From an optimization exercise on the open Yosys and OpenROAD flow, aimed at small area and few clock cycles per item; shortcuts taken in it are not production practice.
Function was checked by simulation only, so behaviour that the tests miss may differ from the original.

File: design.v
`timescale 1ns / 1ps
package xyli_pkg;
  typedef enum logic {
    OP_TICK  = 1'b0,
    OP_START = 1'b1
  } op_e;
  typedef enum logic [1:0] {
    CFG_X_DIR_POL = 2'd0,
    CFG_Y_DIR_POL = 2'd1,
    CFG_X_LIMIT   = 2'd2,
    CFG_Y_LIMIT   = 2'd3
  } cfg_reg_e;
  localparam int unsigned RES_STEP_X = 0;
  localparam int unsigned RES_STEP_Y = 1;
  localparam int unsigned RES_DIR_X  = 2;
  localparam int unsigned RES_DIR_Y  = 3;
  localparam int unsigned RES_BUSY   = 4;
  localparam int unsigned RES_DONE   = 5;
  localparam int unsigned RES_FLAGS  = 6;
  typedef struct packed {
    logic done;
    logic busy;
    logic dir_y;
    logic dir_x;
    logic step_y;
    logic step_x;
  } flags_t;
endpackage
`timescale 1ns / 1ps
module xyli_cfg #(
  parameter int unsigned POS_BITS = 24
) (
  input  logic                 clk_i,
  input  logic                 rst_ni,
  input  logic                 wr_en_i,
  input  xyli_pkg::cfg_reg_e   wr_index_i,
  input  logic [POS_BITS-2:0]  wr_data_i,
  output logic                 x_pol_o,
  output logic                 y_pol_o,
  output logic [POS_BITS-2:0]  x_lim_o,
  output logic [POS_BITS-2:0]  y_lim_o
);
  logic                x_pol_q, y_pol_q;
  logic [POS_BITS-2:0] x_lim_q, y_lim_q;
  always_ff @(posedge clk_i or negedge rst_ni) begin
    if (!rst_ni) begin
      x_pol_q <= 1'b0;
      y_pol_q <= 1'b0;
      x_lim_q <= '1;
      y_lim_q <= '1;
    end else if (wr_en_i) begin
      unique case (wr_index_i)
        xyli_pkg::CFG_X_DIR_POL: x_pol_q <= wr_data_i[0];
        xyli_pkg::CFG_Y_DIR_POL: y_pol_q <= wr_data_i[0];
        xyli_pkg::CFG_X_LIMIT:   x_lim_q <= wr_data_i;
        xyli_pkg::CFG_Y_LIMIT:   y_lim_q <= wr_data_i;
        default: ;
      endcase
    end
  end
  assign x_pol_o = x_pol_q;
  assign y_pol_o = y_pol_q;
  assign x_lim_o = x_lim_q;
  assign y_lim_o = y_lim_q;
endmodule
`timescale 1ns / 1ps
module xyli_core #(
  parameter int unsigned POS_BITS = 24
) (
  input  logic                        clk_i,
  input  logic                        rst_ni,
  input  logic                        en_i,
  input  xyli_pkg::op_e               op_i,
  input  logic                        rel_i,
  input  logic signed [POS_BITS-1:0]  tgt_x_i,
  input  logic signed [POS_BITS-1:0]  tgt_y_i,
  input  logic                        x_pol_i,
  input  logic                        y_pol_i,
  input  logic        [POS_BITS-2:0]  x_lim_i,
  input  logic        [POS_BITS-2:0]  y_lim_i,
  output xyli_pkg::flags_t            flags_o,
  output logic signed [POS_BITS-1:0]  pos_x_o,
  output logic signed [POS_BITS-1:0]  pos_y_o
);
  localparam int unsigned DLT_BITS = POS_BITS + 1;
  localparam int unsigned ERR_BITS = POS_BITS + 3;
  localparam int unsigned E2_BITS  = ERR_BITS + 1;
  logic signed [POS_BITS-1:0] cur_x_q, cur_x_d, cur_y_q, cur_y_d;
  logic signed [POS_BITS-1:0] goal_x_q, goal_x_d, goal_y_q, goal_y_d;
  logic signed [DLT_BITS-1:0] abs_dx_q, abs_dx_d, neg_dy_q, neg_dy_d;
  logic signed [ERR_BITS-1:0] err_q, err_d;
  logic sign_x_q, sign_x_d, sign_y_q, sign_y_d;
  logic pin_x_q, pin_x_d, pin_y_q, pin_y_d;
  logic phase_q, phase_d, moving_q, moving_d;
  logic signed [POS_BITS-1:0] st_tx, st_ty;
  logic signed [DLT_BITS-1:0] ddx, ddy, st_abs_dx, st_neg_dy;
  logic signed [ERR_BITS-1:0] st_err;
  logic                       ddx_pos, ddy_pos;
  logic signed [E2_BITS-1:0]  e2;
  logic                       tst_x, tst_y;
  logic signed [POS_BITS-1:0] nx, ny, lim_x, lim_y;
  logic                       pul_x, pul_y;
  logic signed [ERR_BITS-1:0] add_x, add_y, err_tick;
  logic                       reached;
  logic                       px, py, done;
  always_comb begin
    st_tx     = rel_i ? cur_x_q + tgt_x_i : tgt_x_i;
    st_ty     = rel_i ? cur_y_q + tgt_y_i : tgt_y_i;
    ddx       = DLT_BITS'(st_tx) - DLT_BITS'(cur_x_q);
    ddy       = DLT_BITS'(st_ty) - DLT_BITS'(cur_y_q);
    ddx_pos   = !ddx[DLT_BITS-1] && (ddx != '0);
    ddy_pos   = !ddy[DLT_BITS-1] && (ddy != '0);
    st_abs_dx = ddx_pos ? ddx : -ddx;
    st_neg_dy = ddy_pos ? -ddy : ddy;
    st_err    = ERR_BITS'(st_abs_dx) + ERR_BITS'(st_neg_dy);
  end
  always_comb begin
    e2      = {err_q, 1'b0};
    tst_x   = e2 >= E2_BITS'(neg_dy_q);
    tst_y   = e2 <= E2_BITS'(abs_dx_q);
    nx      = sign_x_q ? cur_x_q - POS_BITS'(1) : cur_x_q + POS_BITS'(1);
    ny      = sign_y_q ? cur_y_q - POS_BITS'(1) : cur_y_q + POS_BITS'(1);
    lim_x   = {1'b0, x_lim_i};
    lim_y   = {1'b0, y_lim_i};
    pul_x   = pin_x_q ? (nx < lim_x) : (!nx[POS_BITS-1] && (nx != '0));
    pul_y   = pin_y_q ? (ny < lim_y) : (!ny[POS_BITS-1] && (ny != '0));
    add_x   = tst_x ? ERR_BITS'(neg_dy_q) : '0;
    add_y   = tst_y ? ERR_BITS'(abs_dx_q) : '0;
    err_tick = err_q + add_x + add_y;
    reached = (cur_x_q == goal_x_q) && (cur_y_q == goal_y_q);
  end
  always_comb begin
    cur_x_d  = cur_x_q;
    cur_y_d  = cur_y_q;
    goal_x_d = goal_x_q;
    goal_y_d = goal_y_q;
    abs_dx_d = abs_dx_q;
    neg_dy_d = neg_dy_q;
    err_d    = err_q;
    sign_x_d = sign_x_q;
    sign_y_d = sign_y_q;
    pin_x_d  = pin_x_q;
    pin_y_d  = pin_y_q;
    phase_d  = phase_q;
    moving_d = moving_q;
    px       = 1'b0;
    py       = 1'b0;
    done     = 1'b0;
    if (en_i) begin
      if (op_i == xyli_pkg::OP_START) begin
        goal_x_d = st_tx;
        goal_y_d = st_ty;
        sign_x_d = !ddx_pos;
        sign_y_d = !ddy_pos;
        pin_x_d  = ddx_pos ? x_pol_i : !x_pol_i;
        pin_y_d  = ddy_pos ? y_pol_i : !y_pol_i;
        abs_dx_d = st_abs_dx;
        neg_dy_d = st_neg_dy;
        err_d    = st_err;
        moving_d = 1'b1;
      end else if (moving_q) begin
        if (reached) begin
          moving_d = 1'b0;
          done     = 1'b1;
        end else begin
          if (!phase_q) begin
            if (tst_x) begin
              cur_x_d = nx;
              px      = pul_x;
            end
            if (tst_y) begin
              cur_y_d = ny;
              py      = pul_y;
            end
            err_d = err_tick;
          end
          phase_d = !phase_q;
        end
      end
    end
  end
  always_ff @(posedge clk_i or negedge rst_ni) begin
    if (!rst_ni) begin
      cur_x_q  <= '0;
      cur_y_q  <= '0;
      goal_x_q <= '0;
      goal_y_q <= '0;
      abs_dx_q <= '0;
      neg_dy_q <= '0;
      err_q    <= '0;
      sign_x_q <= 1'b0;
      sign_y_q <= 1'b0;
      pin_x_q  <= 1'b0;
      pin_y_q  <= 1'b0;
      phase_q  <= 1'b0;
      moving_q <= 1'b0;
    end else begin
      cur_x_q  <= cur_x_d;
      cur_y_q  <= cur_y_d;
      goal_x_q <= goal_x_d;
      goal_y_q <= goal_y_d;
      abs_dx_q <= abs_dx_d;
      neg_dy_q <= neg_dy_d;
      err_q    <= err_d;
      sign_x_q <= sign_x_d;
      sign_y_q <= sign_y_d;
      pin_x_q  <= pin_x_d;
      pin_y_q  <= pin_y_d;
      phase_q  <= phase_d;
      moving_q <= moving_d;
    end
  end
  always_comb begin
    flags_o.step_x = px;
    flags_o.step_y = py;
    flags_o.dir_x  = pin_x_d;
    flags_o.dir_y  = pin_y_d;
    flags_o.busy   = moving_d;
    flags_o.done   = done;
  end
  assign pos_x_o = cur_x_d;
  assign pos_y_o = cur_y_d;
endmodule
`timescale 1ns / 1ps
module xy_stepper_line_interpolator #(
  parameter int unsigned POS_BITS = 24
) (
  input  logic                       clk_i,
  input  logic                       rst_ni,
  input  logic                       s_axis_tvalid,
  output logic                       s_axis_tready,
  input  logic [((2*POS_BITS+7)/8)*8-1:0] s_axis_tdata,
  input  logic [1:0]                 s_axis_tuser,
  output logic                       m_axis_tvalid,
  input  logic                       m_axis_tready,
  output logic [((2*POS_BITS+6+7)/8)*8-1:0] m_axis_tdata,
  input  logic                       cfg_valid_i,
  output logic                       cfg_ready_o,
  input  logic [1:0]                 cfg_index_i,
  input  logic [POS_BITS-2:0]        cfg_data_i
);
  localparam int unsigned OUT_BITS = ((2*POS_BITS+6+7)/8)*8;
  localparam int unsigned RES_BITS = xyli_pkg::RES_FLAGS + 2*POS_BITS;
  logic                       s_fire, adv;
  logic                       in_vld_q, in_vld_d;
  xyli_pkg::op_e                        in_op_q;
  logic                       in_rel_q;
  logic signed [POS_BITS-1:0] in_tx_q, in_ty_q;
  logic                       m_vld_q, m_vld_d;
  logic [RES_BITS-1:0]        res_q;
  logic                       x_pol, y_pol;
  logic [POS_BITS-2:0]        x_lim, y_lim;
  xyli_pkg::flags_t                     flags;
  logic signed [POS_BITS-1:0] pos_x, pos_y;
  assign adv           = in_vld_q && (!m_vld_q || m_axis_tready);
  assign s_axis_tready = !in_vld_q || adv;
  assign s_fire        = s_axis_tvalid && s_axis_tready;
  assign cfg_ready_o   = 1'b1;
  always_comb begin
    in_vld_d = in_vld_q;
    if (s_fire) begin
      in_vld_d = 1'b1;
    end else if (adv) begin
      in_vld_d = 1'b0;
    end
    m_vld_d = m_vld_q;
    if (adv) begin
      m_vld_d = 1'b1;
    end else if (m_axis_tready) begin
      m_vld_d = 1'b0;
    end
  end
  always_ff @(posedge clk_i or negedge rst_ni) begin
    if (!rst_ni) begin
      in_vld_q <= 1'b0;
      m_vld_q  <= 1'b0;
    end else begin
      in_vld_q <= in_vld_d;
      m_vld_q  <= m_vld_d;
    end
  end
  always_ff @(posedge clk_i) begin
    if (s_fire) begin
      in_op_q  <= xyli_pkg::op_e'(s_axis_tuser[0]);
      in_rel_q <= s_axis_tuser[1];
      in_tx_q  <= s_axis_tdata[POS_BITS-1:0];
      in_ty_q  <= s_axis_tdata[2*POS_BITS-1:POS_BITS];
    end
  end
  xyli_cfg #(
    .POS_BITS (POS_BITS)
  ) u_cfg (
    .clk_i      (clk_i),
    .rst_ni     (rst_ni),
    .wr_en_i    (cfg_valid_i),
    .wr_index_i (xyli_pkg::cfg_reg_e'(cfg_index_i)),
    .wr_data_i  (cfg_data_i),
    .x_pol_o    (x_pol),
    .y_pol_o    (y_pol),
    .x_lim_o    (x_lim),
    .y_lim_o    (y_lim)
  );
  xyli_core #(
    .POS_BITS (POS_BITS)
  ) u_core (
    .clk_i   (clk_i),
    .rst_ni  (rst_ni),
    .en_i    (adv),
    .op_i    (in_op_q),
    .rel_i   (in_rel_q),
    .tgt_x_i (in_tx_q),
    .tgt_y_i (in_ty_q),
    .x_pol_i (x_pol),
    .y_pol_i (y_pol),
    .x_lim_i (x_lim),
    .y_lim_i (y_lim),
    .flags_o (flags),
    .pos_x_o (pos_x),
    .pos_y_o (pos_y)
  );
  always_ff @(posedge clk_i) begin
    if (adv) begin
      res_q <= {pos_y, pos_x, flags.done, flags.busy, flags.dir_y, flags.dir_x,
                flags.step_y, flags.step_x};
    end
  end
  assign m_axis_tvalid = m_vld_q;
  assign m_axis_tdata  = OUT_BITS'(res_q);
endmodule
File: run.sh
#!/bin/bash
# synth_recipe.tcl (not shown) runs the flow's synth.tcl, then flattens the netlist and writes it again
# the make line also repeats each setting of config.mk as NAME=value (left out here)
make -C /OpenROAD-flow-scripts/flow DESIGN_CONFIG=/design/flow/config.mk WORK_HOME=/design/flow/orfs CLKGATE_MAP_FILE= SYNTH_SCRIPT=/design/flow/synth_recipe.tcl finish
File: config.mk
export PLATFORM = sky130hd
export DESIGN_NAME = xy_stepper_line_interpolator
export DESIGN_NICKNAME = xy_stepper_line_interpolator
export VERILOG_FILES = /design/flow/design.v
export SDC_FILE = /design/flow/constraint.sdc
export NUM_CORES = 4
export LEC_CHECK = 0
export CAP_MARGIN = 20
export CORE_MARGIN = 2
export CORE_UTILIZATION = 40
export SLEW_MARGIN = 20
File: constraint.sdc
create_clock -name core_clock -period 9.0 [get_ports {clk_i}]
set_input_delay 1.8000 -clock core_clock [delete_from_list [all_inputs] [get_ports {clk_i}]]
set_output_delay 1.8000 -clock core_clock [all_outputs]
set_load 0.01 [all_outputs]
==> results by group <==
Layout
  • Register Area: 8910 sq um
  • Filler cells: 6320
  • Antenna Cells: 0
  • Cell Count, Final, Fillers Out: 4050
  • Cell area after layout: 31800 sq um
  • # nets final: 3547
  • Layout area overhead: 16.7%
  • Share of layout cells above drive strength 1: 13.9%
  • Area taken by multi-input logic gates: 17200 sq um

Detailed routing
  • Routed len/inst: 21.1 um
  • DR vias/cell: 5.62
  • Initial DRT Pass Iterations: 5
  • Drt drc: 0
  • Total wire length: 85300 um
  • DR iter-0 viols: 1612
  • Via count: 22.8k
  • DRT antenna net count: 0

STA
  • Crit path time final: 8.56 ns
  • Slew Viols, Final: 0
  • Slew headroom: 32.0%
  • Final Cycle Share: 95.1%
  • Slew @ Worst Pin: 1.02 ns
  • Maximum clock rate: 117 MHz
  • WHS: 0.497 ns
  • Setup violators final: 0
  • Final hold violation count: 0
  • Clock skew: 0.0326 ns

Global routing
  • GR Overflow Total: 0
  • First-pass GRT wire length: 132000 um
  • Initial antenna violation count: 3
  • Gr usage total: 24.0%
  • Vias in the first global route: 22.7k
  • Largest net degree at the start of global routing: 85

Die
  • DIE WIDTH: 265 um
  • Initial core utilization: 40.5%
  • Rows: 95
  • Die area: 70300 sq um
  • Core area: 67400 sq um
  • Die Y: 265 um
  • IO Pins: 139

Setup path
  • FF-to-FF setup slack: 0.44 ns
  • Slowest-stage cell, CP: fa_1
  • Crit Path Category: register to register
  • CP required: 9.45 ns
  • Worst Setup SP: in_ty_q[0]
  • Arr. time, crit path: 9.01 ns
  • Largest fanout on the critical path: 6
  • Worst r2r dst: u_core.err_q[22]
  • Startpoint types: register
  • CP peak stage delay: 0.42 ns
  • Reg2reg path depth: 44
  • Critical Path End Type: register
  • RR Startpoint: in_ty_q[0]
  • Setup crit end: u_core.err_q[22]

Placed design
  • DP HPWL: 66900 um
  • Cells after DPL: 3961
  • I/O Buffers: 135
  • Gpl congestion: 0.922
  • Placed Area: 29900 sq um

Synth
  • Asr flop ratio synth: 68.8%
  • Synthesized area per cell: 9.19 sq um
  • Prevailing post-synth register cell: dfrtp_1
  • Mapped Cells: 2969
  • Synth Warn #: 3
  • Register area share after synthesis: 32.7%
  • Synthesized cell area: 27300 sq um
  • EDFF count, synth: 104
  • Synth cell types: 110
  • Seq cells post-synth: 333

Clock tree
  • CTS HTree Levels: 2
  • Clk sinks: 333
  • Max clock buf depth: 3
  • CTS tree: yes
  • Reg clk slew, reported paths: 0.06 ns
  • Clk Latency, worst-skew pair: 0.59 ns
  • Root buf cell: clkbuf_16
  • CTS Buf Count: 42

Flow run
  • Max Cap Violations: 0

Run status
  • Status: finished clean

Hold path
  • Worst hold path class: register to register
-- placed cells by master, fill, tap and decap left out, drive strengths merged, types with 80 or more instances in the layout --
cell and instances:
nand2 307, inv 303, ha 290, a21oi 192, xnor2 184, dfrtp 183
o21ai 176, clkdlybuf4s50 134, nor2 125, mux2 119, edfxtp 104, buf 80
-- cell type report --
| class | instances | area share, % |
|---|---|---|
| inverter | 298 | 3.51 |
| timing repair buffer | 214 | 6.21 |
| tap | 873 | 3.43 |
| clock buffer | 55 | 4.04 |
| sequential | 333 | 28.0 |
| clock inverter | 23 | 0.931 |
| multi-input combinational | 2254 | 53.9 |
-- Yosys cell counts (all sizes together) (9+ instances only) --
master | n | area (sq um)
a311oi | 11 | 115
xor2 | 53 | 472
nand2b | 30 | 188
dfrtp | 183 | 4580
mux2 | 119 | 1340
nand4 | 29 | 181
a31oi | 27 | 188
o211ai | 25 | 198
or2 | 16 | 100
a211oi | 33 | 248
nor3 | 50 | 250
mux2i | 11 | 110
edfxtp | 104 | 3120
nand3 | 74 | 370
or3 | 25 | 156
nand3b | 13 | 110
and2 | 29 | 181
fa | 34 | 681
buf | 26 | 154
clkbuf | 59 | 223
o31ai | 27 | 226
o311ai | 9 | 86.3
nor4 | 10 | 68.8
or4 | 10 | 75.1
xnor2 | 184 | 1620
and3 | 29 | 186
a21o | 60 | 450
o21ai | 176 | 881
nor2b | 32 | 200
o31a | 14 | 123
o21a | 41 | 308
a21boi | 11 | 82.6
ha | 290 | 3630
dfstp | 46 | 1210
inv | 297 | 1110
a21oi | 192 | 980
nand2 | 307 | 1150
o21bai | 42 | 315
nor2 | 125 | 479
-- sequential cells by signal, summed over array words and instances, names as in the netlist, 23 cells and up --
register,cells
u_core.goal_x_q,24
u_cfg.x_lim_q,23
u_core.cur_x_q,24
in_tx_q,24
u_core.err_q,27
u_core.goal_y_q,24
u_core.cur_y_q,24
u_core.abs_dx_q,25
in_ty_q,24
u_cfg.y_lim_q,23
u_core.neg_dy_q,25
res_q,54
-- worst max-delay path, delay by kind of cell, from the launching register on --
kind,cells,cell delay (ns)
simple gates,10,1.25
compound gates,21,3.66
flops,1,0.41
xor+xnor,2,0.36
fa+ha+maj,5,1.64
buf+inv,4,0.54
mux,2,0.54
-- routing by layer --
layer | share of wire [%] | vias up | GRT usage, %
li1 | - | 10900 | -
met4 | 3.0 | 6 | 7.28
met2 | 47 | 616 | 40.2
met1 | 45 | 11100 | 32.6
met3 | 5.0 | 130 | 2.97
met5 | 0.043 | - | 0
-- cell families after synthesis --
logic type	Yosys count	synth area share [%]
AND/OR/NAND/NOR	811	14.7
AO/OA/AOI/OAI	748	18.3
buffers and inverters	383	5.48
flip-flops	333	32.7
adder cells (fa/ha/maj)	325	15.8
XOR/XNOR	237	7.67
multiplexers	130	5.32
other	2	0.0275
-- stage by stage --
| stage | worst slack, ns | utilization (%) | setup TNS, ns |
|---|---|---|---|
| 6_report | 0.439 | 47.2 | 0 |
| 5_1_grt | -0.152 | 47.2 | -0.693 |
| 4_1_cts | 0.0261 | 46.7 | 0 |
| 3_5_place_dp | -0.0159 | 44.3 | -0.0159 |
| 3_3_place_gp | 0.174 | 44.3 | 0 |
| 2_1_floorplan | 0.313 | - | 0 |
-- timing repair --
action                                  in CTS  in global routing
hold buffers                                 0                  0
buffers inserted                             1                  8
cloned                                       0                  0
endpoints found under the setup margin       5                 20
resized for setup                            3                 57
pin swaps                                    1                 24
-- worst min-delay path by stage --
stage                                    from                  end  slack, ns  depth (start not counted)
after floorplan                u_core.phase_q       u_core.phase_q       0.45                          2
after global placement               in_vld_q              m_vld_q       0.47                          1
after detailed placement  u_core.goal_x_q[20]  u_core.goal_x_q[20]       0.48                          2
after CTS                 u_core.goal_x_q[20]  u_core.goal_x_q[20]       0.50                          2
after global routing      u_core.goal_y_q[12]  u_core.goal_y_q[12]       0.51                          2
final                     u_core.goal_y_q[15]  u_core.goal_y_q[15]       0.50                          2
Testbench counts, summed over its fixed seeds: cycles 24,292, items 24,276.

## port drivers added, routing unchanged
The flow's constraints put no driver on any port. The routed layout listed below was extracted and timed again, unchanged, in two steps.
Step 1, drivers: a clkbuf_16 drives clk_i and a buf_2 each remaining input, both assumed.
Step 2, shift: input delay + t, output delay - t, t = (earliest + latest rising clock arrival at the registers) / 2. This alone moves slack from input paths to output paths.
Three values: ideal ports, drivers, drivers and shift; two values: the first two.
t (ns): 0.643
slack for setup (ns): 0.439 / 0.439 / 0.439
worst setup path after step 2: register to register
worst register clock-pin slew, ns: 0.07 / 0.07
After both steps setup and hold are still met in this run. The setup slack of this run moves by 0.000 ns with the drivers and by 0.000 ns with both steps.
